Background: an optimization exercise with open tools, aiming at a short achievable clock period and few clock cycles. Do not read the settings as production practice. The RTL was checked by simulation tests, not by an equivalence proof against the original design. No activity file was given, so power comes from the tool's default toggle rates.

--- flow/config.mk ---
export PLATFORM = sky130hd
export DESIGN_NAME = rv32i_core
export DESIGN_NICKNAME = rv32i_core
export VERILOG_FILES = /design/flow/design.v
export SDC_FILE = /design/flow/constraint.sdc
export NUM_CORES = 4
export LEC_CHECK = 0
export ABC_CLOCK_PERIOD_IN_PS = 2500
export CAP_MARGIN = 20
export CELL_PAD_IN_SITES_DETAIL_PLACEMENT = 1
export CELL_PAD_IN_SITES_GLOBAL_PLACEMENT = 1
export CORE_MARGIN = 2
export CORE_UTILIZATION = 40
export PLACE_DENSITY = 0.5
export SETUP_SLACK_MARGIN = 5
export SLEW_MARGIN = 20
--- flow/constraint.sdc ---
create_clock -name core_clock -period 8.0 [get_ports {clk}]
set_input_delay 1.6000 -clock core_clock [delete_from_list [all_inputs] [get_ports {clk}]]
set_output_delay 1.6000 -clock core_clock [all_outputs]
set_load 0.01 [all_outputs]
--- flow/design.v ---
package cpu_pkg;
    typedef logic [31:0] data_t;
    typedef logic [4:0]  reg_addr_t;
    typedef logic [6:0]  opcode_t;
    localparam opcode_t OPC_OP     = 7'b0110011;
    localparam opcode_t OPC_OPIMM  = 7'b0010011;
    localparam opcode_t OPC_LUI    = 7'b0110111;
    localparam opcode_t OPC_BRANCH = 7'b1100011;
    localparam opcode_t OPC_JAL    = 7'b1101111;
    localparam opcode_t OPC_STORE  = 7'b0100011;
endpackage
module core_top (
    input  logic        clk,
    input  logic        reset_i,
    input  logic        imem_ready_i,
    input  logic [31:0] imem_data_i,
    output logic [31:0] imem_addr_o,
    output logic        commit_valid_o,
    output logic [31:0] commit_pc_o,
    output logic [4:0]  commit_rd_o,
    output logic        commit_reg_write_o,
    output logic [31:0] commit_wdata_o,
    output logic        commit_mem_write_o,
    output logic [31:0] commit_store_addr_o,
    output logic [31:0] commit_store_data_o
);
    localparam int CI = 4;               
    localparam int CN = 1 << CI;         
    localparam int TW = 30 - CI;         
    localparam int PT = 4;               
    logic [29:0] pc_q;                   
    logic [CN-1:0] c_v;
    logic [TW-1:0] c_tag [CN];
    logic [31:0]   c_ins [CN];
    logic [CN-1:0] c_pt;
    logic [29:0]   c_nxt [CN];
    logic        d_v;
    logic        d_mem;                  
    logic [CN-1:0] d_hv;                 
    logic        d_cf;                   
    logic [29:0] d_pc;
    logic [29:0] d_pc1;
    logic [31:0] d_ins;
    logic        d_fpt;                  
    logic [29:0] d_tj, d_tb;             
    logic        e_v;
    logic [29:0] e_pc;
    logic [31:0] e_a;                    
    logic [31:0] e_b;                    
    logic [31:0] e_bx;                   
    logic [31:0] e_s;                    
    logic        e_sub, e_add, e_and, e_or, e_xor, e_slt;
    logic [4:0]  e_rd;
    logic        e_rw;
    logic        e_mw;
    logic        e_br;
    logic        e_bne;
    logic        e_pred;
    logic [29:0] e_alt;                  
    logic        m_q;
    logic [29:0] m_pc;
    logic        m_nc;                   
    logic        e_bad;                  
    logic        w_v;
    logic [29:0] w_pc;
    logic [4:0]  w_rd;
    logic        w_rw;
    logic [31:0] w_res;                  
    logic        w_mw;
    logic [31:0] w_sd;
    logic        k_v;
    logic [29:0] k_pc;
    logic [4:0]  k_rd;
    logic        k_rw;
    logic [31:0] k_res;
    logic        k_mw;
    logic [31:0] k_sd;
    logic [31:0] regs [32];
    logic [31:0] r_ok;
    logic [CN-1:0] f_hv;
    logic          f_hit;
    logic          f_nc;                 
    logic [31:0]   f_cins;
    logic [31:0]   f_ins;
    logic          f_pt;
    logic [29:0]   f_cnxt;
    logic [29:0]   f_pc1;
    logic [29:0]   m_offj, m_offb;
    always_comb begin
        f_cins = '0;
        f_cnxt = '0;
        for (int i = 0; i < CN; i++) begin
            f_hv[i] = c_v[i] && !f_nc && (pc_q[CI-1:0] == CI'(i)) &&
                      (c_tag[i][PT-1:0] == pc_q[CI+PT-1:CI]);
            f_cins  = f_cins | ({32{f_hv[i]}} & c_ins[i]);
            f_cnxt  = f_cnxt | ({30{f_hv[i]}} & c_nxt[i]);
        end
    end
    assign f_hit = |f_hv;
    assign f_pt  = |(f_hv & c_pt);
    assign f_ins = f_hit ? f_cins : imem_data_i;
    assign f_pc1 = pc_q + 30'd1;
    assign m_offj = {{12{imem_data_i[31]}}, imem_data_i[19:12], imem_data_i[20], imem_data_i[30:22]};
    assign m_offb = {{20{imem_data_i[31]}}, imem_data_i[7], imem_data_i[30:25], imem_data_i[11:9]};
    assign imem_addr_o = {2'b00, pc_q};
    logic [6:0]  opc;
    logic [2:0]  f3;
    logic [6:0]  f7;
    logic [4:0]  rs1, rs2, rd;
    logic        is_op, is_addi, is_lui, is_br, is_jal, is_sw, legal;
    logic        op_add, op_sub, op_and, op_or, op_xor, op_slt;
    logic [31:0] imm_i, imm_s, imm_u;
    logic [29:0] off_b;
    logic [29:0] d_tgtb;
    logic [29:0] d_tgt;
    logic        d_pred;
    logic        d_go;
    logic        d_redir;
    logic [31:0] rs1_oh, rs2_oh;
    logic [31:0] rf1, rf2, rv1, rv2;
    logic        d_rw;
    assign opc = d_ins[6:0];
    assign f3  = d_ins[14:12];
    assign f7  = d_ins[31:25];
    assign rs1 = d_ins[19:15];
    assign rs2 = d_ins[24:20];
    assign rd  = d_ins[11:7];
    assign op_add = (f7 == 7'b0000000) && (f3 == 3'b000);
    assign op_sub = (f7 == 7'b0100000) && (f3 == 3'b000);
    assign op_and = (f7 == 7'b0000000) && (f3 == 3'b111);
    assign op_or  = (f7 == 7'b0000000) && (f3 == 3'b110);
    assign op_xor = (f7 == 7'b0000000) && (f3 == 3'b100);
    assign op_slt = (f7 == 7'b0000000) && (f3 == 3'b010);
    assign is_op   = (opc == cpu_pkg::OPC_OP) &&
                     (op_add || op_sub || op_and || op_or || op_xor || op_slt);
    assign is_addi = (opc == cpu_pkg::OPC_OPIMM) && (f3 == 3'b000);
    assign is_lui  = (opc == cpu_pkg::OPC_LUI);
    assign is_br   = (opc == cpu_pkg::OPC_BRANCH) && (f3[2:1] == 2'b00);
    assign is_jal  = (opc == cpu_pkg::OPC_JAL);
    assign is_sw   = (opc == cpu_pkg::OPC_STORE) && (f3 == 3'b010);
    assign legal   = is_op || is_addi || is_lui || is_br || is_jal || is_sw;
    assign imm_i = {{20{d_ins[31]}}, d_ins[31:20]};
    assign imm_s = {{20{d_ins[31]}}, d_ins[31:25], d_ins[11:7]};
    assign imm_u = {d_ins[31:12], 12'b0};
    assign off_b  = {{20{d_ins[31]}}, d_ins[7], d_ins[30:25], d_ins[11:9]};
    assign d_tgtb = d_pc + off_b;
    assign d_tgt  = d_ins[3] ? d_tj : d_tb;
    assign d_pred = is_jal || (is_br && d_ins[31]);
    assign d_go     = d_v && !m_q;
    assign d_redir  = d_go && d_pred && !d_fpt;
    logic d_bad;
    always_comb begin
        d_bad = d_cf;
        for (int i = 0; i < CN; i++) begin
            d_bad = d_bad | (d_hv[i] && (c_tag[i][TW-1:PT] != d_pc[29:CI+PT]));
        end
    end
    always_comb begin
        for (int i = 0; i < 32; i++) begin
            rs1_oh[i] = (i != 0) && (rs1 == 5'(i));
            rs2_oh[i] = (i != 0) && (rs2 == 5'(i));
        end
        rf1 = '0;
        rf2 = '0;
        for (int i = 1; i < 32; i++) begin
            rf1 = rf1 | ({32{rs1_oh[i] && r_ok[i]}} & regs[i]);
            rf2 = rf2 | ({32{rs2_oh[i] && r_ok[i]}} & regs[i]);
        end
    end
    assign rv1 = (w_rw && w_rd == rs1) ? w_res : rf1;
    assign rv2 = (w_rw && w_rd == rs2) ? w_res : rf2;
    assign d_rw = (is_op || is_addi || is_lui || is_jal) && (rd != 5'd0);
    logic        fw1, fw2, sub_n;
    logic [31:0] opb;
    assign fw1   = !is_lui && !is_jal && e_rw && (e_rd == rs1);
    assign fw2   = e_rw && (e_rd == rs2);
    assign sub_n = is_op && (op_sub || op_slt);
    assign opb   = is_op ? (fw2 ? res : rv2) :
                   (is_jal ? 32'd0 : (is_lui ? imm_u : (is_sw ? imm_s : imm_i)));
    logic        e_ok;
    logic [31:0] a, b, s, sum, res;
    logic        eq, taken, lt;
    logic        e_mis;
    assign e_ok = !m_q && !e_bad;
    assign a   = e_a;
    assign b   = e_b;
    assign s   = e_s;
    assign sum = a + e_bx + {31'b0, e_sub};
    assign lt  = (a[31] ^ b[31]) ? a[31] : sum[31];
    assign res = ({32{e_add}} & sum)
               | ({32{e_and}} & (a & b))
               | ({32{e_or}}  & (a | b))
               | ({32{e_xor}} & (a ^ b))
               | {31'b0, e_slt & lt};
    assign eq    = (a == s);
    assign taken = eq ^ e_bne;
    assign e_mis = e_ok && e_br && (taken != e_pred);
    always_ff @(posedge clk) begin
        if (reset_i) begin
            pc_q <= '0;
        end else if (m_q) begin
            pc_q <= m_pc;
        end else if (d_redir) begin
            pc_q <= d_tgt;
        end else if (f_hit) begin
            pc_q <= f_cnxt;
        end else if (imem_ready_i) begin
            pc_q <= f_pc1;
        end
    end
    always_ff @(posedge clk) begin
        if (reset_i) begin
            c_v <= '0;
        end else if (d_v && d_mem) begin
            c_v[d_pc[CI-1:0]] <= 1'b1;
        end
    end
    always_ff @(posedge clk) begin
        if (d_v && d_mem) begin
            c_tag[d_pc[CI-1:0]] <= d_pc[29:CI];
            c_ins[d_pc[CI-1:0]] <= d_ins;
            c_pt[d_pc[CI-1:0]]  <= d_pred;
            c_nxt[d_pc[CI-1:0]] <= d_pred ? d_tgt : d_pc1;
        end
    end
    always_ff @(posedge clk) begin
        if (reset_i || m_q || d_redir) begin
            d_v <= 1'b0;
        end else begin
            d_v <= f_hit || imem_ready_i;
        end
        d_mem <= !f_hit;
        d_hv  <= f_hv;
        d_cf  <= d_v && d_mem && (d_pc[CI-1:0] == pc_q[CI-1:0]);
        d_pc  <= pc_q;
        d_pc1 <= f_pc1;
        d_ins <= f_ins;
        d_fpt <= f_pt;
        d_tj  <= pc_q + m_offj;
        d_tb  <= pc_q + m_offb;
    end
    always_ff @(posedge clk) begin
        if (reset_i) begin
            e_v   <= 1'b0;
            e_bad <= 1'b0;
            e_rw <= 1'b0;
            e_mw <= 1'b0;
            e_br <= 1'b0;
        end else begin
            e_v   <= d_go && legal;
            e_bad <= d_go && !d_mem && d_bad;
            e_rw <= d_go && d_rw;
            e_mw <= d_go && is_sw;
            e_br <= d_go && is_br;
        end
        e_pc   <= d_pc;
        e_a    <= fw1 ? res : (is_jal ? {d_pc1, 2'b00} : (is_lui ? 32'd0 : rv1));
        e_b    <= opb;
        e_bx   <= opb ^ {32{sub_n}};
        e_s    <= fw2 ? res : rv2;
        e_sub  <= sub_n;
        e_add  <= !(is_op && (op_and || op_or || op_xor || op_slt));
        e_and  <= is_op && op_and;
        e_or   <= is_op && op_or;
        e_xor  <= is_op && op_xor;
        e_slt  <= is_op && op_slt;
        e_rd   <= rd;
        e_bne  <= f3[0];
        e_pred <= d_pred;
        e_alt  <= d_pred ? d_pc1 : d_tgtb;
    end
    always_ff @(posedge clk) begin
        if (reset_i) begin
            f_nc <= 1'b0;
        end else if (m_q && m_nc) begin
            f_nc <= 1'b1;
        end else if (imem_ready_i) begin
            f_nc <= 1'b0;
        end
    end
    always_ff @(posedge clk) begin
        if (reset_i) begin
            m_q <= 1'b0;
        end else begin
            m_q <= e_mis || (e_bad && !m_q);
        end
        m_pc <= e_bad ? e_pc : e_alt;
        m_nc <= e_bad;
    end
    always_ff @(posedge clk) begin
        if (reset_i) begin
            w_v  <= 1'b0;
            w_rw <= 1'b0;
            w_mw <= 1'b0;
        end else begin
            w_v  <= e_v && e_ok;
            w_rw <= e_rw && e_ok;
            w_mw <= e_mw && e_ok;
        end
        w_pc  <= e_pc;
        w_rd  <= e_rd;
        w_res <= res;
        w_sd  <= s;
    end
    always_ff @(posedge clk) begin
        for (int i = 1; i < 32; i++) begin
            if (w_rw && w_rd == 5'(i)) begin
                regs[i] <= w_res;
            end
        end
    end
    always_ff @(posedge clk) begin
        if (reset_i) begin
            r_ok <= '0;
        end else begin
            for (int i = 1; i < 32; i++) begin
                if (w_rw && w_rd == 5'(i)) r_ok[i] <= 1'b1;
            end
        end
    end
    always_ff @(posedge clk) begin
        if (reset_i) begin
            k_v  <= 1'b0;
            k_rw <= 1'b0;
            k_mw <= 1'b0;
        end else begin
            k_v  <= w_v;
            k_rw <= w_rw;
            k_mw <= w_mw;
        end
        k_pc  <= w_pc;
        k_rd  <= w_rd;
        k_res <= w_res;
        k_sd  <= w_sd;
    end
    assign commit_valid_o      = k_v;
    assign commit_pc_o         = {k_pc, 2'b00};
    assign commit_rd_o         = k_rd;
    assign commit_reg_write_o  = k_rw;
    assign commit_wdata_o      = k_res;
    assign commit_mem_write_o  = k_mw;
    assign commit_store_addr_o = k_res;
    assign commit_store_data_o = k_sd;
endmodule
module rv32i_core (
    input  logic        clk,
    input  logic        reset_i,
    input  logic        imem_ready_i,
    input  logic [31:0] imem_data_i,
    output logic [31:0] imem_addr_o,
    output logic        commit_valid_o,
    output logic [31:0] commit_pc_o,
    output logic [4:0]  commit_rd_o,
    output logic        commit_reg_write_o,
    output logic [31:0] commit_wdata_o,
    output logic        commit_mem_write_o,
    output logic [31:0] commit_store_addr_o,
    output logic [31:0] commit_store_data_o
);
    core_top u_core (
        .clk                 (clk),
        .reset_i             (reset_i),
        .imem_ready_i        (imem_ready_i),
        .imem_data_i         (imem_data_i),
        .imem_addr_o         (imem_addr_o),
        .commit_valid_o      (commit_valid_o),
        .commit_pc_o         (commit_pc_o),
        .commit_rd_o         (commit_rd_o),
        .commit_reg_write_o  (commit_reg_write_o),
        .commit_wdata_o      (commit_wdata_o),
        .commit_mem_write_o  (commit_mem_write_o),
        .commit_store_addr_o (commit_store_addr_o),
        .commit_store_data_o (commit_store_data_o)
    );
endmodule
--- flow/run.sh ---
#!/bin/bash
# synth_recipe.tcl (not shown) runs the flow's synth.tcl, then flattens the netlist and writes it again
# the make line also repeats each setting of config.mk as NAME=value (left out here)
make -C /OpenROAD-flow-scripts/flow DESIGN_CONFIG=/design/flow/config.mk WORK_HOME=/design/flow/orfs CLKGATE_MAP_FILE= SYNTH_SCRIPT=/design/flow/synth_recipe.tcl finish
==> reports/metrics.yaml, run 1 <==
outcome: "timing/DRC/antenna clean"
flow.area_growth_from_synthesis_pct: 31.7
achievable-frequency_ghz: 0.286
worst_setup_path_end_kind: "flip-flop"
syn_area_per_cell_sq_um: 14.3
final-max-slew-violation-count: 0
report.final.hold_viol_count: 0
ios: 203
antenna_left: 0
total_power_mw: 35.6
cts_num_sinks: 3108
wl_per_cell_um: 46.4
synth-warning-count: 2
clock_skew_after_layout_ns: 0.0586
share_comb_of_total_power_pct: 4.2
synth_largest_area_cell: "sky130_fd_sc_hd__edfxtp_1"
cts_buffer_depth: 4
cts_hold_buffers: 0
pin_count_of_the_biggest_net_entering_global_routing: 89
power.net_switching_mw: 8.18
switch_share_pct: 23.0
die_width_um: 560
first_global_vias: 92200
route.final.wire_length_um: 664000
setup_violations: 0
nNetsFinal: 10000
worstSetupStartpoint: "u_core.r_ok[10]$_SDFFE_PP0P_"
share_clk_of_total_power_pct: 45.8
synth_area_leaders: "sky130_fd_sc_hd__edfxtp_1 59%, sky130_fd_sc_hd__dfxtp_1 11%, sky130_fd_sc_hd__a22oi_1 4.8%, sky130_fd_sc_hd__xor2_1 2.8%, sky130_fd_sc_hd__a221oi_1 2.1%"
hold_path_class: "reg2reg"
fin_crit_ns: 3.50
die_h_um: 560
die_area_sq_um: 313000
ys_async_sr_fraction_pct: 0
io_buffer_count: 198
first_pass_grt_wire_length_um: 862000
final_min_period_over_clock_period_pct: 43.7
totalNegativeSetupSlack_ns: 0
drive_above_1_share_pct: 30.8
global_route.overflow_total: 0
worstSetupStartpointType: "flip-flop"
cts_inserted_buffers: 343
first_iter_violations: 17100
final_weighted_congestion_in_routability_driven_placement: 0.898
power.ir.vdd_worst_v: 0.000177
drc: 0
htree_num_levels: 5
rsz_0062_raised_after_global_routing: "yes"
dp_hpwl_um: 334000
vias_per_cell: 6.77
core_area_sq_um: 308000
tritoncts_clock_tree: "done"
worst-endpoint-required_ns: 8.93
power_report.internal_total_mw: 27.4
power.sequential.fraction_pct: 49.9
timing_worst_setup_path_type: "reg2reg"
power.static_leakage_nw: 57.4
crit_arrival_ns: 4.42
netlist_instances: 8631
postSynthRegisterBits: 3108
synth.yosys.seq_area_share_pct: 70.0
synth-main-ff-cell: "sky130_fd_sc_hd__edfxtp_1"
clockRootBuffer: "sky130_fd_sc_hd__clkbuf_16"
drt_pass1_iterations: 9
worst_slew_margin_rel_pct: 8.77
global_route.usage.total_pct: 40.7
antenna_violations_before_repair: 72
floorplan.initialDensity_pct: 40.1
path_max_fanout: 16
number_of_rows_in_the_core_area: 204
max-cap-violations: 0
yosysTopAreaCellShare_pct: 58.7
synth_enable_flop_cells: 2416
synth.distinct_cells: 88
path_clk_slew_ns: 0.06
worst_slew_pin_slew_ns: 1.37
hp-start: "u_core.w_sd[6]$_DFF_P_"
power_density_nw_per_um2: 219
netlist_area_sq_um: 124000
insertion_delay_of_the_later_clocked_pin_in_the_worst_skew_pair_ns: 1.02
critical_path.reg2reg.startpoint: "u_core.r_ok[10]$_SDFFE_PP0P_"
routed-via-count: 96800
-- registers in the layout, summed over array words and instances (netlist names), 416 cells and up --
| register | cells |
|---|---|
| u_core.regs | 992 |
| u_core.c_tag | 416 |
| u_core.c_ins | 512 |
| u_core.c_nxt | 480 |
-- power groups by stage --
stage,Clock (mW),Sequential [mW],Combinational (mW)
2_1_floorplan,0,18.1,0.491
5_1_grt,17.0,17.8,1.56
4_1_cts,16.4,17.8,1.39
6_report,16.3,17.8,1.51
3_3_place_gp,0,18.1,1.07
3_5_place_dp,0,18.1,1.09
-- stage by stage --
| step | cells | utilization [%] | setup slack [ns] | cell area (sq um) | hold WS [ns] |
|---|---|---|---|---|---|
| 2_1_floorplan | 8634 | - | 4.05 | 124000 | 0.310 |
| 3_3_place_gp | 12600 | 42.7 | 2.72 | 132000 | 0.310 |
| 3_5_place_dp | 12600 | 42.7 | 2.78 | 132000 | 0.313 |
| 4_1_cts | 14000 | 51.1 | 4.69 | 157000 | 0.325 |
| 5_1_grt | 14300 | 52.8 | 4.40 | 163000 | 0.334 |
| 6_report | 14300 | 52.8 | 4.50 | 163000 | 0.322 |
-- metal layers --
metal	GRT usage, %	wire length [um]	vias up
met5	0	222	-
met4	28.3	58500	31
met3	11.2	77700	2322
met2	61.1	287000	7693
met1	50.8	240000	50100
li1	-	-	36700
-- cell type report --
| class | instances | area, sq um |
|---|---|---|
| Antenna cell | 69 | 173 |
| Clock buffer | 461 | 9570 |
| Clock inverter | 177 | 1830 |
| Fill cell | 29000 | 145000 |
| Inverter | 150 | 594 |
| Multi-Input combinational cell | 4781 | 40800 |
| Sequential cell | 3108 | 86800 |
| Tap cell | 4120 | 5150 |
| Timing Repair Buffer | 1431 | 17800 |
| Timing Repair inverter | 2 | 13.8 |
-- critical path: stages (launching register included) --
cell                       delay (ns)
sky130_fd_sc_hd__dfxtp_1         0.92
sky130_fd_sc_hd__and3_4          0.82
sky130_fd_sc_hd__a22oi_1         0.28
sky130_fd_sc_hd__nand3_1         0.16
sky130_fd_sc_hd__a21oi_1         0.07
sky130_fd_sc_hd__nand4_1         0.28
sky130_fd_sc_hd__o221ai_4        0.34
sky130_fd_sc_hd__o21ai_2         0.31
sky130_fd_sc_hd__mux2_2          0.19
-- layout by cell type, fill, tap and decap left out, types with 201 or more instances in the layout --
cell and count:
sky130_fd_sc_hd__a22o_1 289, sky130_fd_sc_hd__a22oi_1 746, sky130_fd_sc_hd__buf_12 226, sky130_fd_sc_hd__buf_4 669, sky130_fd_sc_hd__buf_6 296, sky130_fd_sc_hd__clkbuf_16 369, sky130_fd_sc_hd__dfxtp_1 514, sky130_fd_sc_hd__edfxtp_1 2416
sky130_fd_sc_hd__nand2_1 263, sky130_fd_sc_hd__nand3_1 216, sky130_fd_sc_hd__nand4_1 201, sky130_fd_sc_hd__nor2_1 316, sky130_fd_sc_hd__xnor2_1 227, sky130_fd_sc_hd__xor2_1 373
-- synthesized netlist by cell type, types with 20 or more instances --
| cell type | instances |
|---|---|
| sky130_fd_sc_hd__a22o_1 | 292 |
| sky130_fd_sc_hd__mux2_2 | 52 |
| sky130_fd_sc_hd__o21ai_0 | 179 |
| sky130_fd_sc_hd__a21o_1 | 49 |
| sky130_fd_sc_hd__buf_2 | 152 |
| sky130_fd_sc_hd__a211oi_1 | 62 |
| sky130_fd_sc_hd__buf_1 | 67 |
| sky130_fd_sc_hd__nand3_1 | 261 |
| sky130_fd_sc_hd__ha_1 | 173 |
| sky130_fd_sc_hd__a21oi_1 | 271 |
| sky130_fd_sc_hd__inv_1 | 149 |
| sky130_fd_sc_hd__nor2_1 | 387 |
| sky130_fd_sc_hd__nand2_1 | 278 |
| sky130_fd_sc_hd__mux2i_1 | 44 |
| sky130_fd_sc_hd__a221oi_1 | 295 |
| sky130_fd_sc_hd__a31oi_1 | 20 |
| sky130_fd_sc_hd__a22oi_1 | 797 |
| sky130_fd_sc_hd__xor2_1 | 390 |
| sky130_fd_sc_hd__o211ai_1 | 38 |
| sky130_fd_sc_hd__xnor2_1 | 241 |
| sky130_fd_sc_hd__nor3_1 | 83 |
| sky130_fd_sc_hd__clkbuf_1 | 340 |
| sky130_fd_sc_hd__edfxtp_1 | 2416 |
| sky130_fd_sc_hd__a222oi_1 | 90 |
| sky130_fd_sc_hd__buf_4 | 48 |
| sky130_fd_sc_hd__nor4_1 | 142 |
| sky130_fd_sc_hd__nand4_1 | 201 |
| sky130_fd_sc_hd__and3_1 | 98 |
| sky130_fd_sc_hd__dfxtp_1 | 692 |
-- path summary, 6_finish.rpt --
path | to | slack (ns) | cells after the start
min | u_core.k_sd[6]$_DFF_P_ | 0.32 | 0
max reg2reg | u_core.e_a[19]$_DFF_P_ | 4.50 | 8
max | u_core.e_a[19]$_DFF_P_ | 4.50 | 8
min reg2reg | u_core.k_sd[6]$_DFF_P_ | 0.32 | 0
-- logic make-up after synthesis --
family / synth area share (%)
fa+ha+maj: 1.84
xor+xnor: 4.47
compound gates: 13.8
buf+inv: 2.64
other cells: 0.00304
flops: 70.0
mux: 0.831
simple gates: 6.45
-- what timing repair did --
action | CTS | global route
cloned | 85 | 14
buffers inserted | 616 | 230
resized for setup | 2386 | 580
pin swaps | 438 | 443
setup endpoints to repair | 1918 | 561
Testbench counts, summed over its fixed seeds: cycles 41,637.
==> inputs of run 2 (changes only) <==
--- a/flow/design.v
+++ b/flow/design.v
@@ -56,7 +56,8 @@
     logic        e_br;
     logic        e_bne;
     logic        e_pred;
-    logic [29:0] e_alt;                  
+    logic [29:0] e_pc1;                  
+    logic [29:0] e_offb;                 
     logic        m_q;
     logic [29:0] m_pc;
     logic        m_nc;                   
@@ -111,7 +112,6 @@
     logic        op_add, op_sub, op_and, op_or, op_xor, op_slt;
     logic [31:0] imm_i, imm_s, imm_u;
     logic [29:0] off_b;
-    logic [29:0] d_tgtb;
     logic [29:0] d_tgt;
     logic        d_pred;
     logic        d_go;
@@ -143,7 +143,6 @@
     assign imm_s = {{20{d_ins[31]}}, d_ins[31:25], d_ins[11:7]};
     assign imm_u = {d_ins[31:12], 12'b0};
     assign off_b  = {{20{d_ins[31]}}, d_ins[7], d_ins[30:25], d_ins[11:9]};
-    assign d_tgtb = d_pc + off_b;
     assign d_tgt  = d_ins[3] ? d_tj : d_tb;
     assign d_pred = is_jal || (is_br && d_ins[31]);
     assign d_go     = d_v && !m_q;
@@ -195,18 +194,19 @@
     assign eq    = (a == s);
     assign taken = eq ^ e_bne;
     assign e_mis = e_ok && e_br && (taken != e_pred);
+    logic        p_early;
+    logic [29:0] p_val;
+    assign p_early = reset_i || m_q || d_redir;
+    always_comb begin
+        if (reset_i)           p_val = '0;
+        else if (m_q)          p_val = m_pc;
+        else if (d_redir)      p_val = d_tgt;
+        else if (f_hit)        p_val = '0;
+        else if (imem_ready_i) p_val = f_pc1;
+        else                   p_val = pc_q;
+    end
     always_ff @(posedge clk) begin
-        if (reset_i) begin
-            pc_q <= '0;
-        end else if (m_q) begin
-            pc_q <= m_pc;
-        end else if (d_redir) begin
-            pc_q <= d_tgt;
-        end else if (f_hit) begin
-            pc_q <= f_cnxt;
-        end else if (imem_ready_i) begin
-            pc_q <= f_pc1;
-        end
+        pc_q <= p_val | ({30{!p_early}} & f_cnxt);
     end
     always_ff @(posedge clk) begin
         if (reset_i) begin
@@ -267,7 +267,8 @@
         e_rd   <= rd;
         e_bne  <= f3[0];
         e_pred <= d_pred;
-        e_alt  <= d_pred ? d_pc1 : d_tgtb;
+        e_pc1  <= d_pc1;
+        e_offb <= off_b;
     end
     always_ff @(posedge clk) begin
         if (reset_i) begin
@@ -284,7 +285,7 @@
         end else begin
             m_q <= e_mis || (e_bad && !m_q);
         end
-        m_pc <= e_bad ? e_pc : e_alt;
+        m_pc <= e_bad ? e_pc : (e_pred ? e_pc1 : e_pc + e_offb);
         m_nc <= e_bad;
     end
     always_ff @(posedge clk) begin
==> reports/metrics.yaml, run 2 <==
worst_setup_path_end_kind: "flip-flop"
path_delay_family: "simple AND/OR/NAND/NOR gates"
synth.distinct_cells: 84  # -4.5%
report.final.hold_viol_count: 0  # unchanged
fin_crit_ns: 3.42  # -0.0800 ns
layout.cells.most_common: "sky130_fd_sc_hd__edfxtp_1"
gr-usage-met3_pct: 11.6  # +0.44 points
io_buffer_count: 198  # unchanged
routed-via-count: 95300  # -1.5%
slowest_delay_ns: 0.60  # -0.32 ns
rsz_0062_raised_after_global_routing: "yes"
setup_ws_ns: 4.58  # +0.0800 ns
final_cells: 14100  # -1.3%
finalCoreUtilization_pct: 52.9  # +0.12 points
final-max-slew-violation-count: 0  # unchanged
yosysTopAreaCellShare_pct: 58.9  # +0.16 points
path_max_fanout: 8  # -8
drc: 0  # unchanged
dp_hpwl_um: 349000  # +4.5%
route.final.wire_length_um: 665000  # +0.12%
gr-max-usage-layer: "met2"
die_width_um: 559  # -0.14%
hold_slack_ns: 0.307  # -0.0149 ns
synth.most_common_cell: "sky130_fd_sc_hd__edfxtp_1"
synth_enable_flop_cells: 2416  # unchanged
power.sequential.fraction_pct: 49.9  # about the same
wl_per_cell_um: 47.1  # +1.5%
synth_area_leaders: "sky130_fd_sc_hd__edfxtp_1 59%, sky130_fd_sc_hd__dfxtp_1 11%, sky130_fd_sc_hd__a22oi_1 3.8%, sky130_fd_sc_hd__a221oi_1 2.9%, sky130_fd_sc_hd__a22o_1 2.9%"
ios: 203  # unchanged
timing.critical_path.cells: "buf_12 > and3b_2 > and3_4 > buf_12 > a22o_1 > a221oi_2 > nand3_1 > nor3_4 > nand2_4 > o211ai_1 > o21a_2 > xnor2_1 > o21ai_1"
antenna_violations_before_repair: 59  # -18%
nNetsFinal: 9882  # -1.5%
worst-endpoint-required_ns: 8.81  # -0.12 ns
outcome: "timing/DRC/antenna clean"
critPathBufInv: 2  # +2
path_clk_slew_ns: 0.06  # about the same
flow.area_growth_from_synthesis_pct: 31.5
final_design_area_no_fill_sq_um: 162000  # -0.42%
dp.cells: 12500  # -0.86%
first_pass_grt_wire_length_um: 861000  # about the same
worstSetupStartpointType: "flip-flop"
power.static_leakage_nw: 57.6  # +0.41%
cts_num_sinks: 3115  # +0.23%
synth-main-ff-cell: "sky130_fd_sc_hd__edfxtp_1"
power.net_switching_mw: 8.00  # -2.2%
global_route.overflow_total: 0  # unchanged
filler_cell_count: 28700  # -1.3%
synth.yosys.seq_area_share_pct: 70.3  # +0.31 points
largest_register: "u_core.regs"
synth_largest_area_cell: "sky130_fd_sc_hd__edfxtp_1"
pin_count_of_the_biggest_net_entering_global_routing: 89  # unchanged
setup_violations: 0  # unchanged
totalNegativeSetupSlack_ns: 0  # unchanged
max-cap-violations: 0  # unchanged
cts_buffer_depth: 4  # unchanged
floorplan.initialDensity_pct: 40.2  # +0.15 points
ys_async_sr_fraction_pct: 0  # unchanged
power_report.internal_total_mw: 27.6  # +0.74%
timing.critical_path.mode_cell: "sky130_fd_sc_hd__buf_12"
global_route.usage.total_pct: 40.8  # +0.15 points
htree_num_levels: 5  # unchanged
hold_path_class: "reg2reg"
drive_above_1_share_pct: 31.4  # +0.63 points
achievable-frequency_ghz: 0.293  # +2.3%
first_global_vias: 91800  # -0.50%
grtUsageMet2_pct: 62.3  # +1.2 points
worstSetupPathDepth: 13  # +5
switch_share_pct: 22.4  # -0.53 points
share_clk_of_total_power_pct: 46.2  # +0.4 points
clock_skew_after_layout_ns: 0.0586  # +0.0000175 ns
power.ir.vdd_worst_v: 0.000178  # +0.56%
regArea_sq_um: 87000  # +0.22%
final_min_period_over_clock_period_pct: 42.7  # -1.0 points
core_area_sq_um: 306000  # -0.66%
insertion_delay_of_the_later_clocked_pin_in_the_worst_skew_pair_ns: 0.97  # -0.05 ns
tritoncts_clock_tree: "done"
multiInputGateArea_sq_um: 40700  # about the same
clockRootBuffer: "sky130_fd_sc_hd__clkbuf_16"
netlist_area_sq_um: 123000  # -0.28%
die_area_sq_um: 312000  # -0.28%
drt_pass1_iterations: 14  # +5
flip_flop_count_of_the_largest_register_after_layout: 992  # unchanged
first_iter_violations: 15200  # -12%
share_comb_of_total_power_pct: 3.9  # -0.3 points
synthTopCellsByCount: "2,416 x sky130_fd_sc_hd__edfxtp_1, 699 x sky130_fd_sc_hd__dfxtp_1, 617 x sky130_fd_sc_hd__a22oi_1"
preCtsSetupSlack_ns: 2.63  # -0.149 ns
mostFrequentLayoutCells: "2,416 x sky130_fd_sc_hd__edfxtp_1, 703 x sky130_fd_sc_hd__buf_4, 607 x sky130_fd_sc_hd__a22oi_1, 491 x sky130_fd_sc_hd__dfxtp_1, 406 x sky130_fd_sc_hd__a22o_1"
power_density_nw_per_um2: 220  # +0.48%
timing_worst_setup_path_type: "reg2reg"
hold_depth: 0  # unchanged
crit_arrival_ns: 4.22  # -0.20 ns
worst_path_max_delay_cell: "sky130_fd_sc_hd__nor3_4"
total_power_mw: 35.6  # about the same
antenna_left: 0  # unchanged
die_h_um: 559  # -0.14%
number_of_rows_in_the_core_area: 203  # -0.49%
worst_r2r_path_depth: 13  # +5
globalRouteMet1Util_pct: 48.8  # -2.0 points
syn_area_per_cell_sq_um: 14.5  # +0.99%
final_weighted_congestion_in_routability_driven_placement: 0.947  # +5.5%
worst_slew_pin_slew_ns: 1.26  # -0.108 ns
cts_inserted_buffers: 343  # unchanged
netlist_instances: 8523  # -1.3%
postSynthRegisterBits: 3115  # +0.23%
cts_hold_buffers: 0  # unchanged
vias_per_cell: 6.76  # -0.17%
synth-warning-count: 2  # unchanged
dpl-instance-area_sq_um: 131000  # -0.20%
worst_slew_margin_rel_pct: 15.9  # +7.2 points
run 2: cell types whose count changed after synthesis, moves of 36 or more:
| cell | before | now |
|---|---|---|
| sky130_fd_sc_hd__a22o_1 | 292 | 407 |
| sky130_fd_sc_hd__nor4_1 | 142 | 104 |
| sky130_fd_sc_hd__a221oi_1 | 295 | 413 |
| sky130_fd_sc_hd__a22oi_1 | 797 | 617 |
| sky130_fd_sc_hd__nor2_1 | 387 | 346 |
| sky130_fd_sc_hd__nand3_1 | 261 | 204 |
| sky130_fd_sc_hd__mux2_2 | 52 | 16 |
run 2: power groups by stage:
| stage | Sequential, mW | Combinational (mW) | Clock, mW |
|---|---|---|---|
| 2_1_floorplan | 18.1 | 0.426 | 0 |
| 3_3_place_gp | 18.1 | 0.978 | 0 |
| 3_5_place_dp | 18.1 | 0.999 | 0 |
| 4_1_cts | 17.8 | 1.24 | 16.5 |
| 5_1_grt | 17.8 | 1.42 | 17.2 |
| 6_report | 17.8 | 1.38 | 16.5 |
run 2: timing repair:
item                                    CTS  global route
cloned                                   75            17
resized for setup                      2402           589
setup endpoints to repair              1263          1014
endpoints found under the hold margin     0             0
setup buffers                           548           246
pin swaps                               370           361
run 2: path summary, 6_finish.rpt:
kind | start | to | slack [ns]
worst min register to register | u_core.w_sd[5]$_DFF_P_ | u_core.k_sd[5]$_DFF_P_ | 0.31
worst min-delay path | u_core.w_sd[5]$_DFF_P_ | u_core.k_sd[5]$_DFF_P_ | 0.31
worst max-delay path | u_core.d_ins[23]$_DFF_P_ | u_core.e_bx[16]$_DFF_P_ | 4.58
worst max register to register | u_core.d_ins[23]$_DFF_P_ | u_core.e_bx[16]$_DFF_P_ | 4.58
run 2: cells by family (layout without fill, tap and decap cells):
group	count (synthesis)	after routing	synth area share, %
adder cells (fa/ha/maj)	179	179	1.85
XOR/XNOR	662	662	4.71
buffers and inverters	762	2180	2.62
flip-flops	3115	3115	70.3
other	1	53	0.00304
AO/OA/AOI/OAI	2310	2310	14.2
multiplexers	59	59	0.496
AND/OR/NAND/NOR	1435	1449	5.86
run 2: per-layer routing:
| layer | vias to the layer above | share of wire (%) |
|---|---|---|
| li1 | 36200 | - |
| met1 | 49200 | 36 |
| met2 | 7345 | 44 |
| met3 | 2529 | 11 |
| met4 | 16 | 9.8 |
| met5 | - | 0.016 |
run 2: layout make-up:
type,instances,share of cell area (%)
Antenna cell,49,0.0757
Clock buffer,474,5.99
Clock inverter,160,1.12
Inverter,147,0.377
Multi-Input combinational cell,4663,25.1
Sequential cell,3115,53.7
Tap cell,4100,3.17
Timing Repair Buffer,1396,10.4
Timing Repair inverter,3,0.0409
Testbench counts of run 2, summed over its fixed seeds: cycles 41,637.
==> inputs of run 3 (changes only) <==
--- a/flow/design.v
+++ b/flow/design.v
@@ -28,12 +28,19 @@
     localparam int CN = 1 << CI;         
     localparam int TW = 30 - CI;         
     localparam int PT = 4;               
+    function automatic logic [31:0] reg_oh(input logic [4:0] r);
+        for (int i = 0; i < 32; i++) begin
+            reg_oh[i] = (i != 0) && (r == 5'(i));
+        end
+    endfunction
     logic [29:0] pc_q;                   
     logic [CN-1:0] c_v;
     logic [TW-1:0] c_tag [CN];
     logic [31:0]   c_ins [CN];
     logic [CN-1:0] c_pt;
     logic [29:0]   c_nxt [CN];
+    logic [31:0]   c_r1  [CN];           
+    logic [31:0]   c_r2  [CN];
     logic        d_v;
     logic        d_mem;                  
     logic [CN-1:0] d_hv;                 
@@ -41,6 +48,7 @@
     logic [29:0] d_pc;
     logic [29:0] d_pc1;
     logic [31:0] d_ins;
+    logic [31:0] d_r1, d_r2;             
     logic        d_fpt;                  
     logic [29:0] d_tj, d_tb;             
     logic        e_v;
@@ -81,7 +89,7 @@
     logic [CN-1:0] f_hv;
     logic          f_hit;
     logic          f_nc;                 
-    logic [31:0]   f_cins;
+    logic [31:0]   f_cins, f_cr1, f_cr2;
     logic [31:0]   f_ins;
     logic          f_pt;
     logic [29:0]   f_cnxt;
@@ -89,11 +97,15 @@
     logic [29:0]   m_offj, m_offb;
     always_comb begin
         f_cins = '0;
+        f_cr1  = '0;
+        f_cr2  = '0;
         f_cnxt = '0;
         for (int i = 0; i < CN; i++) begin
             f_hv[i] = c_v[i] && !f_nc && (pc_q[CI-1:0] == CI'(i)) &&
                       (c_tag[i][PT-1:0] == pc_q[CI+PT-1:CI]);
             f_cins  = f_cins | ({32{f_hv[i]}} & c_ins[i]);
+            f_cr1   = f_cr1  | ({32{f_hv[i]}} & c_r1[i]);
+            f_cr2   = f_cr2  | ({32{f_hv[i]}} & c_r2[i]);
             f_cnxt  = f_cnxt | ({30{f_hv[i]}} & c_nxt[i]);
         end
     end
@@ -156,8 +168,8 @@
     end
     always_comb begin
         for (int i = 0; i < 32; i++) begin
-            rs1_oh[i] = (i != 0) && (rs1 == 5'(i));
-            rs2_oh[i] = (i != 0) && (rs2 == 5'(i));
+            rs1_oh[i] = d_r1[i];
+            rs2_oh[i] = d_r2[i];
         end
         rf1 = '0;
         rf2 = '0;
@@ -221,6 +233,8 @@
             c_ins[d_pc[CI-1:0]] <= d_ins;
             c_pt[d_pc[CI-1:0]]  <= d_pred;
             c_nxt[d_pc[CI-1:0]] <= d_pred ? d_tgt : d_pc1;
+            c_r1[d_pc[CI-1:0]]  <= d_r1;
+            c_r2[d_pc[CI-1:0]]  <= d_r2;
         end
     end
     always_ff @(posedge clk) begin
@@ -235,6 +249,13 @@
         d_pc  <= pc_q;
         d_pc1 <= f_pc1;
         d_ins <= f_ins;
+        if (f_hit) begin
+            d_r1 <= f_cr1;
+            d_r2 <= f_cr2;
+        end else begin
+            d_r1 <= reg_oh(imem_data_i[19:15]);
+            d_r2 <= reg_oh(imem_data_i[24:20]);
+        end
         d_fpt <= f_pt;
         d_tj  <= pc_q + m_offj;
         d_tb  <= pc_q + m_offb;
==> reports/metrics.yaml, run 3 <==
first_global_vias: 110000  # +20%
path_delay_family: "buffers and inverters"
worstSetupStartpointType: "flip-flop"
worst-endpoint-required_ns: 8.87  # +0.06 ns
worst_slew_margin_rel_pct: 4.21  # -12 points
flip_flop_count_of_the_largest_register_after_layout: 992  # unchanged
slowest_delay_ns: 0.53  # -0.07 ns
first_iter_violations: 19100  # +26%
dpl-instance-area_sq_um: 169000  # +29%
hold_path_class: "reg2reg"
final_design_area_no_fill_sq_um: 201000  # +24%
global_route.overflow_total: 0  # unchanged
insertion_delay_of_the_later_clocked_pin_in_the_worst_skew_pair_ns: 1.06  # +0.09 ns
synthTopCellsByCount: "3,408 x sky130_fd_sc_hd__edfxtp_1, 1,116 x sky130_fd_sc_hd__a22oi_1, 761 x sky130_fd_sc_hd__dfxtp_1"
hold_depth: 0  # unchanged
ios: 203  # unchanged
max-cap-violations: 0  # unchanged
htree_num_levels: 5  # unchanged
mostFrequentLayoutCells: "3,408 x sky130_fd_sc_hd__edfxtp_1, 1,110 x sky130_fd_sc_hd__a22oi_1, 543 x sky130_fd_sc_hd__buf_4, 494 x sky130_fd_sc_hd__clkbuf_16, 484 x sky130_fd_sc_hd__dfxtp_1"
cts_buffer_depth: 4  # unchanged
wl_per_cell_um: 45.8  # -2.8%
r2r-end: "u_core.pc_q[9]$_DFF_P_"
tritoncts_clock_tree: "done"
drt_pass1_iterations: 8  # -6
fin_crit_ns: 3.44  # +0.0236 ns
drc: 0  # unchanged
timing.reg2reg.setup_slack_ns: 4.56  # -0.02 ns
floorplan.initialDensity_pct: 40.2  # about the same
number_of_rows_in_the_core_area: 231  # +14%
hp-start: "u_core.w_sd[0]$_DFF_P_"
critPathBufInv: 7  # +5
synth.most_common_cell: "sky130_fd_sc_hd__edfxtp_1"
synth_enable_flop_cells: 3408  # +41%
nNetsFinal: 11700  # +19%
routed-via-count: 115000  # +21%
die_width_um: 636  # +14%
core_area_sq_um: 397000  # +30%
layout.cells.most_common: "sky130_fd_sc_hd__edfxtp_1"
cts_inserted_buffers: 451  # +31%
path_clk_slew_ns: 0.06  # about the same
yosysTopAreaCellShare_pct: 64.1  # +5.2 points
synth.yosys.seq_area_share_pct: 73.7  # +3.4 points
path_max_fanout: 6  # -2
antenna_violations_before_repair: 111  # +88%
synth_largest_area_cell: "sky130_fd_sc_hd__edfxtp_1"
final-max-slew-violation-count: 0  # unchanged
first_pass_grt_wire_length_um: 1020000  # +18%
dp.cells: 15500  # +24%
timing.critical_path.cells: "buf_12 > buf_8 > buf_12 > buf_16 > xnor2_2 > nand3_2 > nor3_4 > clkbuf_16 > buf_12 > clkbuf_16 > a221oi_2 > nand4_1 > a211oi_2 > a211oi_2 > a21oi_2 > nor2_1"
totalNegativeSetupSlack_ns: 0  # unchanged
synth.distinct_cells: 81  # -3.6%
synth-warning-count: 2  # unchanged
timing_worst_setup_path_type: "reg2reg"
final_cells: 17200  # +22%
worst_setup_path_end_kind: "flip-flop"
outcome: "timing/DRC/antenna clean"
filler_cell_count: 37100  # +30%
dp_hpwl_um: 390000  # +12%
die_area_sq_um: 404000  # +29%
die_h_um: 636  # +14%
worst_slew_pin_slew_ns: 1.43  # +0.173 ns
clock_skew_after_layout_ns: 0.0665  # +0.00791 ns
critical_path.reg2reg.startpoint: "u_core.pc_q[7]$_DFF_P_"
power.static_leakage_nw: 69.4  # +20%
synth-main-ff-cell: "sky130_fd_sc_hd__edfxtp_1"
flow.area_growth_from_synthesis_pct: 26.1
rsz_0062_raised_after_global_routing: "yes"
setup_violations: 0  # unchanged
largest_register: "u_core.regs"
synth_area_leaders: "sky130_fd_sc_hd__edfxtp_1 64%, sky130_fd_sc_hd__dfxtp_1 9.5%, sky130_fd_sc_hd__a22oi_1 5.2%, sky130_fd_sc_hd__a221oi_1 2.3%, sky130_fd_sc_hd__a22o_1 2.2%"
worst_r2r_path_depth: 16  # +3
crit_arrival_ns: 4.31  # +0.09 ns
antenna_left: 0  # unchanged
netlist_instances: 10400  # +23%
timing.critical_path.mode_cell: "sky130_fd_sc_hd__buf_12"
worst_path_max_delay_cell: "sky130_fd_sc_hd__nand4_1"
worst_hold_path.endpoint: "u_core.k_sd[0]$_DFF_P_"
drive_above_1_share_pct: 26.0  # -5.4 points
global_route.usage.total_pct: 37.1  # -3.7 points
final_weighted_congestion_in_routability_driven_placement: 0.902  # -4.8%
report.final.hold_viol_count: 0  # unchanged
cts_num_sinks: 4169  # +34%
clockRootBuffer: "sky130_fd_sc_hd__clkbuf_16"
netlist_area_sq_um: 160000  # +30%
achievable-frequency_ghz: 0.291  # -0.69%
postSynthRegisterBits: 4169  # +34%
io_buffer_count: 198  # unchanged
total_power_mw: 46.6  # +31%
power.ir.vdd_worst_v: 0.000170  # -4.8%
syn_area_per_cell_sq_um: 15.3  # +5.8%
vias_per_cell: 6.70  # -0.80%
ys_async_sr_fraction_pct: 0  # unchanged
pin_count_of_the_biggest_net_entering_global_routing: 99  # +11%
power_density_nw_per_um2: 232  # +5.2%
final_min_period_over_clock_period_pct: 43.0  # +0.29 points
route.final.wire_length_um: 786000  # +18%
run 3: worst register-to-register path, cell delays in order, from the launching register on:
cell and delay, ns:
sky130_fd_sc_hd__dfxtp_4 0.36, sky130_fd_sc_hd__buf_12 0.12, sky130_fd_sc_hd__buf_8 0.13, sky130_fd_sc_hd__buf_12 0.14
sky130_fd_sc_hd__buf_16 0.16, sky130_fd_sc_hd__xnor2_2 0.15, sky130_fd_sc_hd__nand3_2 0.11, sky130_fd_sc_hd__nor3_4 0.06
sky130_fd_sc_hd__clkbuf_16 0.17, sky130_fd_sc_hd__buf_12 0.13, sky130_fd_sc_hd__clkbuf_16 0.18, sky130_fd_sc_hd__a221oi_2 0.26
sky130_fd_sc_hd__nand4_1 0.53, sky130_fd_sc_hd__a211oi_2 0.44, sky130_fd_sc_hd__a211oi_2 0.11, sky130_fd_sc_hd__a21oi_2 0.15
sky130_fd_sc_hd__nor2_1 0.05
run 3: kinds of logic (layout without fill, tap and decap cells):
logic type      count (synthesis)  count (layout)  share of synthesized area [%]
simple gates                 1726            1728                           5.43
other cells                     1              31                        0.00235
mux                            81              81                          0.535
flops                        4169            4169                           73.7
fa+ha+maj                     179             179                           1.43
compound gates               2827            2827                           13.4
xor+xnor                      627             627                           3.44
buf+inv                       832            2290                           2.15
run 3: cell type report:
cell class,instances,area [sq um],area share (%)
Sequential cell,4169,118000,58.7
Multi-Input combinational cell,5446,43900,21.8
Timing Repair Buffer,1298,16900,8.38
Clock buffer,629,12700,6.31
Tap cell,5242,6560,3.26
Clock inverter,217,2300,1.14
Inverter,146,609,0.303
Antenna cell,27,67.6,0.0336
run 3: timing repair:
| item | in CTS | in global routing |
|---|---|---|
| hold buffers | 0 | 0 |
| cloned | 90 | 34 |
| buffers inserted | 417 | 215 |
| gates resized for setup | 2222 | 713 |
| pin swaps | 270 | 361 |
| endpoints found under the setup margin | 3277 | 1342 |
run 3: layer usage:
layer / up-vias / track usage [%] / part of all wire [%]
met1: 61000 / 52.5 / 41
met4: 30 / 15.4 / 5.5
met5: - / 0 / 0.025
met3: 1760 / 7.09 / 11
li1: 44100 / - / -
met2: 8207 / 56.0 / 43
run 3: worst max path at each step:
stage | start | to | cells past startpoint
floorplan | u_core.d_pc[1]$_DFF_P_ | u_core.c_ins[1][0]$_DFFE_PP_ | 4
global placement | imem_data_i[22] | u_core.d_tj[28]$_DFF_P_ | 14
detailed placement | imem_data_i[22] | u_core.d_tj[28]$_DFF_P_ | 14
CTS | u_core.e_sub$_DFF_P_ | u_core.e_bx[26]$_DFF_P_ | 14
global route | u_core.pc_q[7]$_DFF_P_ | u_core.pc_q[16]$_DFF_P_ | 16
finish | u_core.pc_q[7]$_DFF_P_ | u_core.pc_q[9]$_DFF_P_ | 16
run 3: metrics by stage:
stage                     util, %  worst slack, ns  hold WS, ns
after CTS                    49.3             4.59        0.326
after global placement       42.6             2.14        0.313
after detailed placement     42.6             2.25        0.313
after global routing         50.7             4.49        0.327
final                        50.7             4.56        0.319
after floorplan                 -             3.18        0.310
run 3: power breakdown:
group | total [mW] | switching, mW | internal (mW) | leakage, nW
sequential | 23.9 | 0.264 | 23.6 | 37.5
clock | 21.5 | 9.07 | 12.4 | 7.33
combinational | 1.25 | 0.830 | 0.417 | 24.6
total | 46.6 | 10.2 | 36.4 | 69.4
Testbench counts of run 3, summed over its fixed seeds: cycles 41,637.
==> inputs of run 4 (changes only) <==
--- a/flow/design.v
+++ b/flow/design.v
@@ -28,19 +28,12 @@
     localparam int CN = 1 << CI;         
     localparam int TW = 30 - CI;         
     localparam int PT = 4;               
-    function automatic logic [31:0] reg_oh(input logic [4:0] r);
-        for (int i = 0; i < 32; i++) begin
-            reg_oh[i] = (i != 0) && (r == 5'(i));
-        end
-    endfunction
     logic [29:0] pc_q;                   
     logic [CN-1:0] c_v;
     logic [TW-1:0] c_tag [CN];
     logic [31:0]   c_ins [CN];
     logic [CN-1:0] c_pt;
     logic [29:0]   c_nxt [CN];
-    logic [31:0]   c_r1  [CN];           
-    logic [31:0]   c_r2  [CN];
     logic        d_v;
     logic        d_mem;                  
     logic [CN-1:0] d_hv;                 
@@ -48,7 +41,6 @@
     logic [29:0] d_pc;
     logic [29:0] d_pc1;
     logic [31:0] d_ins;
-    logic [31:0] d_r1, d_r2;             
     logic        d_fpt;                  
     logic [29:0] d_tj, d_tb;             
     logic        e_v;
@@ -89,7 +81,7 @@
     logic [CN-1:0] f_hv;
     logic          f_hit;
     logic          f_nc;                 
-    logic [31:0]   f_cins, f_cr1, f_cr2;
+    logic [31:0]   f_cins;
     logic [31:0]   f_ins;
     logic          f_pt;
     logic [29:0]   f_cnxt;
@@ -97,15 +89,11 @@
     logic [29:0]   m_offj, m_offb;
     always_comb begin
         f_cins = '0;
-        f_cr1  = '0;
-        f_cr2  = '0;
         f_cnxt = '0;
         for (int i = 0; i < CN; i++) begin
             f_hv[i] = c_v[i] && !f_nc && (pc_q[CI-1:0] == CI'(i)) &&
                       (c_tag[i][PT-1:0] == pc_q[CI+PT-1:CI]);
             f_cins  = f_cins | ({32{f_hv[i]}} & c_ins[i]);
-            f_cr1   = f_cr1  | ({32{f_hv[i]}} & c_r1[i]);
-            f_cr2   = f_cr2  | ({32{f_hv[i]}} & c_r2[i]);
             f_cnxt  = f_cnxt | ({30{f_hv[i]}} & c_nxt[i]);
         end
     end
@@ -129,7 +117,7 @@
     logic        d_go;
     logic        d_redir;
     logic [31:0] rs1_oh, rs2_oh;
-    logic [31:0] rf1, rf2, rv1, rv2;
+    logic [31:0] rf1, rf2;
     logic        d_rw;
     assign opc = d_ins[6:0];
     assign f3  = d_ins[14:12];
@@ -168,8 +156,8 @@
     end
     always_comb begin
         for (int i = 0; i < 32; i++) begin
-            rs1_oh[i] = d_r1[i];
-            rs2_oh[i] = d_r2[i];
+            rs1_oh[i] = (i != 0) && (rs1 == 5'(i));
+            rs2_oh[i] = (i != 0) && (rs2 == 5'(i));
         end
         rf1 = '0;
         rf2 = '0;
@@ -178,16 +166,25 @@
             rf2 = rf2 | ({32{rs2_oh[i] && r_ok[i]}} & regs[i]);
         end
     end
-    assign rv1 = (w_rw && w_rd == rs1) ? w_res : rf1;
-    assign rv2 = (w_rw && w_rd == rs2) ? w_res : rf2;
+    logic byp1, byp2;
+    assign byp1 = w_rw && w_rd == rs1;
+    assign byp2 = w_rw && w_rd == rs2;
     assign d_rw = (is_op || is_addi || is_lui || is_jal) && (rd != 5'd0);
-    logic        fw1, fw2, sub_n;
-    logic [31:0] opb;
+    logic        fw1, fw2, fwb, sub_n;
+    logic        a_rf, b_rf;
+    logic [31:0] a_o, b_o, a_n, b_n, s_n;
     assign fw1   = !is_lui && !is_jal && e_rw && (e_rd == rs1);
     assign fw2   = e_rw && (e_rd == rs2);
+    assign fwb   = is_op && fw2;
     assign sub_n = is_op && (op_sub || op_slt);
-    assign opb   = is_op ? (fw2 ? res : rv2) :
+    assign a_rf  = !is_lui && !is_jal && !byp1;
+    assign a_o   = is_jal ? {d_pc1, 2'b00} : ((!is_lui && byp1) ? w_res : 32'd0);
+    assign a_n   = fw1 ? res : (a_rf ? rf1 : a_o);
+    assign b_rf  = is_op && !byp2;
+    assign b_o   = is_op ? w_res :
                    (is_jal ? 32'd0 : (is_lui ? imm_u : (is_sw ? imm_s : imm_i)));
+    assign b_n   = fwb ? res : (b_rf ? rf2 : b_o);
+    assign s_n   = fw2 ? res : (byp2 ? w_res : rf2);
     logic        e_ok;
     logic [31:0] a, b, s, sum, res;
     logic        eq, taken, lt;
@@ -233,8 +230,6 @@
             c_ins[d_pc[CI-1:0]] <= d_ins;
             c_pt[d_pc[CI-1:0]]  <= d_pred;
             c_nxt[d_pc[CI-1:0]] <= d_pred ? d_tgt : d_pc1;
-            c_r1[d_pc[CI-1:0]]  <= d_r1;
-            c_r2[d_pc[CI-1:0]]  <= d_r2;
         end
     end
     always_ff @(posedge clk) begin
@@ -249,13 +244,6 @@
         d_pc  <= pc_q;
         d_pc1 <= f_pc1;
         d_ins <= f_ins;
-        if (f_hit) begin
-            d_r1 <= f_cr1;
-            d_r2 <= f_cr2;
-        end else begin
-            d_r1 <= reg_oh(imem_data_i[19:15]);
-            d_r2 <= reg_oh(imem_data_i[24:20]);
-        end
         d_fpt <= f_pt;
         d_tj  <= pc_q + m_offj;
         d_tb  <= pc_q + m_offb;
@@ -275,10 +263,10 @@
             e_br <= d_go && is_br;
         end
         e_pc   <= d_pc;
-        e_a    <= fw1 ? res : (is_jal ? {d_pc1, 2'b00} : (is_lui ? 32'd0 : rv1));
-        e_b    <= opb;
-        e_bx   <= opb ^ {32{sub_n}};
-        e_s    <= fw2 ? res : rv2;
+        e_a    <= a_n;
+        e_b    <= b_n;
+        e_bx   <= b_n ^ {32{sub_n}};
+        e_s    <= s_n;
         e_sub  <= sub_n;
         e_add  <= !(is_op && (op_and || op_or || op_xor || op_slt));
         e_and  <= is_op && op_and;
==> reports/metrics.yaml, run 4 <==
worst_setup_path_end_kind: "flip-flop"
cts_hold_buffers: 0  # unchanged
layout.cells.most_common: "sky130_fd_sc_hd__edfxtp_1"
share_comb_of_total_power_pct: 4.2  # +1.5 points
max-cap-violations: 0  # unchanged
synth.yosys.seq_area_share_pct: 69.8  # -3.9 points
global_route.overflow_total: 0  # unchanged
htree_num_levels: 5  # unchanged
floorplan.initialDensity_pct: 40.2  # -0.054 points
pin_count_of_the_biggest_net_entering_global_routing: 89  # -10%
route.final.wire_length_um: 672000  # -15%
first_pass_grt_wire_length_um: 868000  # -15%
worst_slew_pin_slew_ns: 1.31  # -0.124 ns
global_route.usage.total_pct: 41.0  # +3.9 points
power.ir.vdd_worst_v: 0.000174  # +2.5%
drc: 0  # unchanged
worstSetupStartpointType: "flip-flop"
largest_register: "u_core.regs"
crit_arrival_ns: 4.28  # -0.03 ns
path_clk_slew_ns: 0.06  # about the same
power_density_nw_per_um2: 218  # -6.0%
drt_pass1_iterations: 10  # +2
hold_path_class: "reg2reg"
timing_worst_setup_path_type: "reg2reg"
final-max-slew-violation-count: 0  # unchanged
first_global_vias: 91900  # -17%
cts_buffer_depth: 4  # unchanged
final_cells: 14400  # -16%
rsz_0062_raised_after_global_routing: "yes"
tritoncts_clock_tree: "done"
share_clk_of_total_power_pct: 46.0  # about the same
yosysTopAreaCellShare_pct: 58.5  # -5.6 points
drive_above_1_share_pct: 31.7  # +5.8 points
first_iter_violations: 16400  # -14%
power.net_switching_mw: 8.08  # -20%
outcome: "timing/DRC/antenna clean"
final_min_period_over_clock_period_pct: 43.6  # +0.56 points
report.final.hold_viol_count: 0  # unchanged
synth.most_common_cell: "sky130_fd_sc_hd__edfxtp_1"
setup_ws_ns: 4.51  # -0.0451 ns
synth-warning-count: 2  # unchanged
wl_per_cell_um: 46.8  # +2.2%
syn_area_per_cell_sq_um: 14.3  # -6.2%
synth_largest_area_cell: "sky130_fd_sc_hd__edfxtp_1"
finalCoreUtilization_pct: 53.2  # +2.5 points
synth_enable_flop_cells: 2416  # -29%
totalNegativeSetupSlack_ns: 0  # unchanged
number_of_rows_in_the_core_area: 204  # -12%
synth.distinct_cells: 92  # +14%
path_max_fanout: 7  # +1
routed-via-count: 97900  # -15%
dp_hpwl_um: 328000  # -16%
synth_area_leaders: "sky130_fd_sc_hd__edfxtp_1 58%, sky130_fd_sc_hd__dfxtp_1 11%, sky130_fd_sc_hd__a22oi_1 3.8%, sky130_fd_sc_hd__a22o_1 2.8%, sky130_fd_sc_hd__a221oi_1 2.8%"
nNetsFinal: 10100  # -14%
worst_slew_margin_rel_pct: 12.7  # +8.5 points
ios: 203  # unchanged
power.sequential.fraction_pct: 49.8  # -1.4 points
die_area_sq_um: 315000  # -22%
switch_share_pct: 22.6  # +0.81 points
ys_async_sr_fraction_pct: 0  # unchanged
cts_inserted_buffers: 342  # -24%
mostFrequentLayoutCells: "2,416 x sky130_fd_sc_hd__edfxtp_1, 680 x sky130_fd_sc_hd__buf_4, 578 x sky130_fd_sc_hd__a22oi_1, 505 x sky130_fd_sc_hd__dfxtp_1, 399 x sky130_fd_sc_hd__a22o_1"
power.static_leakage_nw: 58.6  # -16%
cts_num_sinks: 3115  # -25%
netlist_instances: 8648  # -17%
synth-main-ff-cell: "sky130_fd_sc_hd__edfxtp_1"
antenna_violations_before_repair: 82  # -26%
die_width_um: 561  # -12%
synthTopCellsByCount: "2,416 x sky130_fd_sc_hd__edfxtp_1, 699 x sky130_fd_sc_hd__dfxtp_1, 621 x sky130_fd_sc_hd__a22oi_1"
achievable-frequency_ghz: 0.287  # -1.3%
netlist_area_sq_um: 124000  # -22%
antenna_left: 0  # unchanged
die_h_um: 561  # -12%
insertion_delay_of_the_later_clocked_pin_in_the_worst_skew_pair_ns: 0.97  # -0.09 ns
worst-endpoint-required_ns: 8.79  # -0.08 ns
clockRootBuffer: "sky130_fd_sc_hd__clkbuf_16"
postSynthRegisterBits: 3115  # -25%
clock_skew_after_layout_ns: 0.0651  # -0.00142 ns
total_power_mw: 35.7  # -23%
io_buffer_count: 198  # unchanged
setup_violations: 0  # unchanged
vias_per_cell: 6.82  # +1.7%
flip_flop_count_of_the_largest_register_after_layout: 992  # unchanged
fin_crit_ns: 3.49  # +0.0451 ns
final_weighted_congestion_in_routability_driven_placement: 0.894  # -0.89%
power_report.internal_total_mw: 27.6  # -24%
flow.area_growth_from_synthesis_pct: 32.4
preCtsSetupSlack_ns: 3.21  # +0.960 ns
core_area_sq_um: 309000  # -22%
dp.cells: 12600  # -19%
-- run 4: changes by cell type after synthesis, sizes merged, moves of 63 or more --
cell	before	now
and2	83	20
edfxtp	3408	2416
clkbuf	421	307
nor2	465	349
a22oi	1116	621
and3	31	94
nand4	339	209
-- run 4: layout make-up --
cell class | count | area [sq um]
antenna | 63 | 158
clock inverter | 152 | 1660
tap | 4120 | 5150
timing repair buffer | 1474 | 18100
clock buffer | 482 | 9780
fill | 28800 | 144000
inverter | 152 | 618
sequential | 3115 | 87000
multi-input combinational | 4806 | 41700
-- run 4: worst max-delay path: stages (launching register included) --
cell and delay (ns):
sky130_fd_sc_hd__dfxtp_4 0.37, sky130_fd_sc_hd__buf_12 0.17, sky130_fd_sc_hd__and3b_2 0.26, sky130_fd_sc_hd__buf_6 0.12, sky130_fd_sc_hd__and2_4 0.17, sky130_fd_sc_hd__buf_12 0.17, sky130_fd_sc_hd__buf_16 0.16, sky130_fd_sc_hd__a22o_1 0.26
sky130_fd_sc_hd__a221oi_2 0.21, sky130_fd_sc_hd__nand3_1 0.20, sky130_fd_sc_hd__nor4_4 0.50, sky130_fd_sc_hd__o2bb2ai_4 0.28, sky130_fd_sc_hd__mux2i_4 0.16, sky130_fd_sc_hd__o21ai_1 0.18, sky130_fd_sc_hd__a22oi_1 0.08
-- run 4: cell families after synthesis --
| group | count (synthesis) | share of synthesized area [%] |
|---|---|---|
| other | 1 | 0.00302 |
| XOR/XNOR | 639 | 4.51 |
| adder cells (fa/ha/maj) | 179 | 1.83 |
| flip-flops | 3115 | 69.8 |
| multiplexers | 83 | 0.696 |
| AO/OA/AOI/OAI | 2254 | 13.9 |
| AND/OR/NAND/NOR | 1612 | 6.61 |
| buffers and inverters | 765 | 2.72 |
-- run 4: path summary, 6_finish.rpt --
check / startpoint / to / slack, ns / cells after the start
setup / recovery: u_core.d_ins[23]$_DFF_P_ / u_core.e_bx[7]$_DFF_P_ / 4.51 / 14
hold / removal: u_core.w_pc[14]$_DFF_P_ / u_core.k_pc[14]$_DFF_P_ / 0.32 / 0
setup reg to reg: u_core.d_ins[23]$_DFF_P_ / u_core.e_bx[7]$_DFF_P_ / 4.51 / 14
hold reg to reg: u_core.w_pc[14]$_DFF_P_ / u_core.k_pc[14]$_DFF_P_ / 0.32 / 0
-- run 4: routing by layer --
metal | global-route usage, % | vias to the layer above | wire length (um)
li1 | - | 36900 | -
met5 | 0.723 | - | 574
met2 | 59.9 | 7897 | 287000
met1 | 51.2 | 50500 | 245000
met4 | 29.0 | 50 | 59700
met3 | 13.3 | 2588 | 78900
-- run 4: stage by stage --
| step | hold WS (ns) | instance area, sq um |
|---|---|---|
| finish | 0.325 | 164000 |
| global route | 0.327 | 164000 |
| CTS | 0.316 | 158000 |
| detailed placement | 0.313 | 132000 |
| global placement | 0.312 | 132000 |
| floorplan | 0.310 | 125000 |
-- run 4: power by group through the flow --
| stage | Sequential (mW) | Combinational, mW | Clock (mW) |
|---|---|---|---|
| finish | 17.8 | 1.50 | 16.4 |
| global route | 17.8 | 1.55 | 17.1 |
| global placement | 18.1 | 1.10 | 0 |
| floorplan | 18.1 | 0.481 | 0 |
| CTS | 17.8 | 1.37 | 16.5 |
| detailed placement | 18.1 | 1.11 | 0 |
-- run 4: timing repair --
item / CTS / global route
buffers inserted: 626 / 288
cloned: 82 / 24
resized for setup: 2241 / 693
setup endpoints to repair: 1312 / 748
pin swaps: 378 / 396
Testbench counts of run 4, summed over its fixed seeds: cycles 41,637.

-- port drivers added, routing unchanged --
Ports are ideal in the flow. The routed layouts listed here were re-timed in OpenROAD.
Step 1: set_driving_cell puts a clkbuf_16 on clk and a buf_2 on each other input, an assumption about the parent block.
Step 2 adds t to the input delays and takes it off the output delays; t is the mean of the earliest and latest rising clock arrival at the registers after step 1. Input paths then give back, and output paths get back, about the clock's delay inside the block.
a / b / c = ideal ports / drivers / drivers and shift; a / b = the first two.
run	shift t [ns]	setup slack, ns	hold WS [ns]	worst setup path at the end	pins driven straight from the clock port
run 1	1.097	4.502 / 4.502 / 3.851	0.322 / 0.322 / 0.322	input to register	1
run 2	1.055	4.582 / 4.582 / 3.822	0.307 / 0.307 / 0.307	input to register	1
run 3	1.144	4.558 / 4.501 / 3.805	0.319 / 0.319 / 0.319	input to register	1
run 4	1.051	4.513 / 4.513 / 3.870	0.325 / 0.325 / 0.325	input to register	1
After both steps every run listed still meets setup and hold. The setup slack of run 2, which loses most, moves by 0.000 ns with the drivers and by -0.760 ns with both steps.
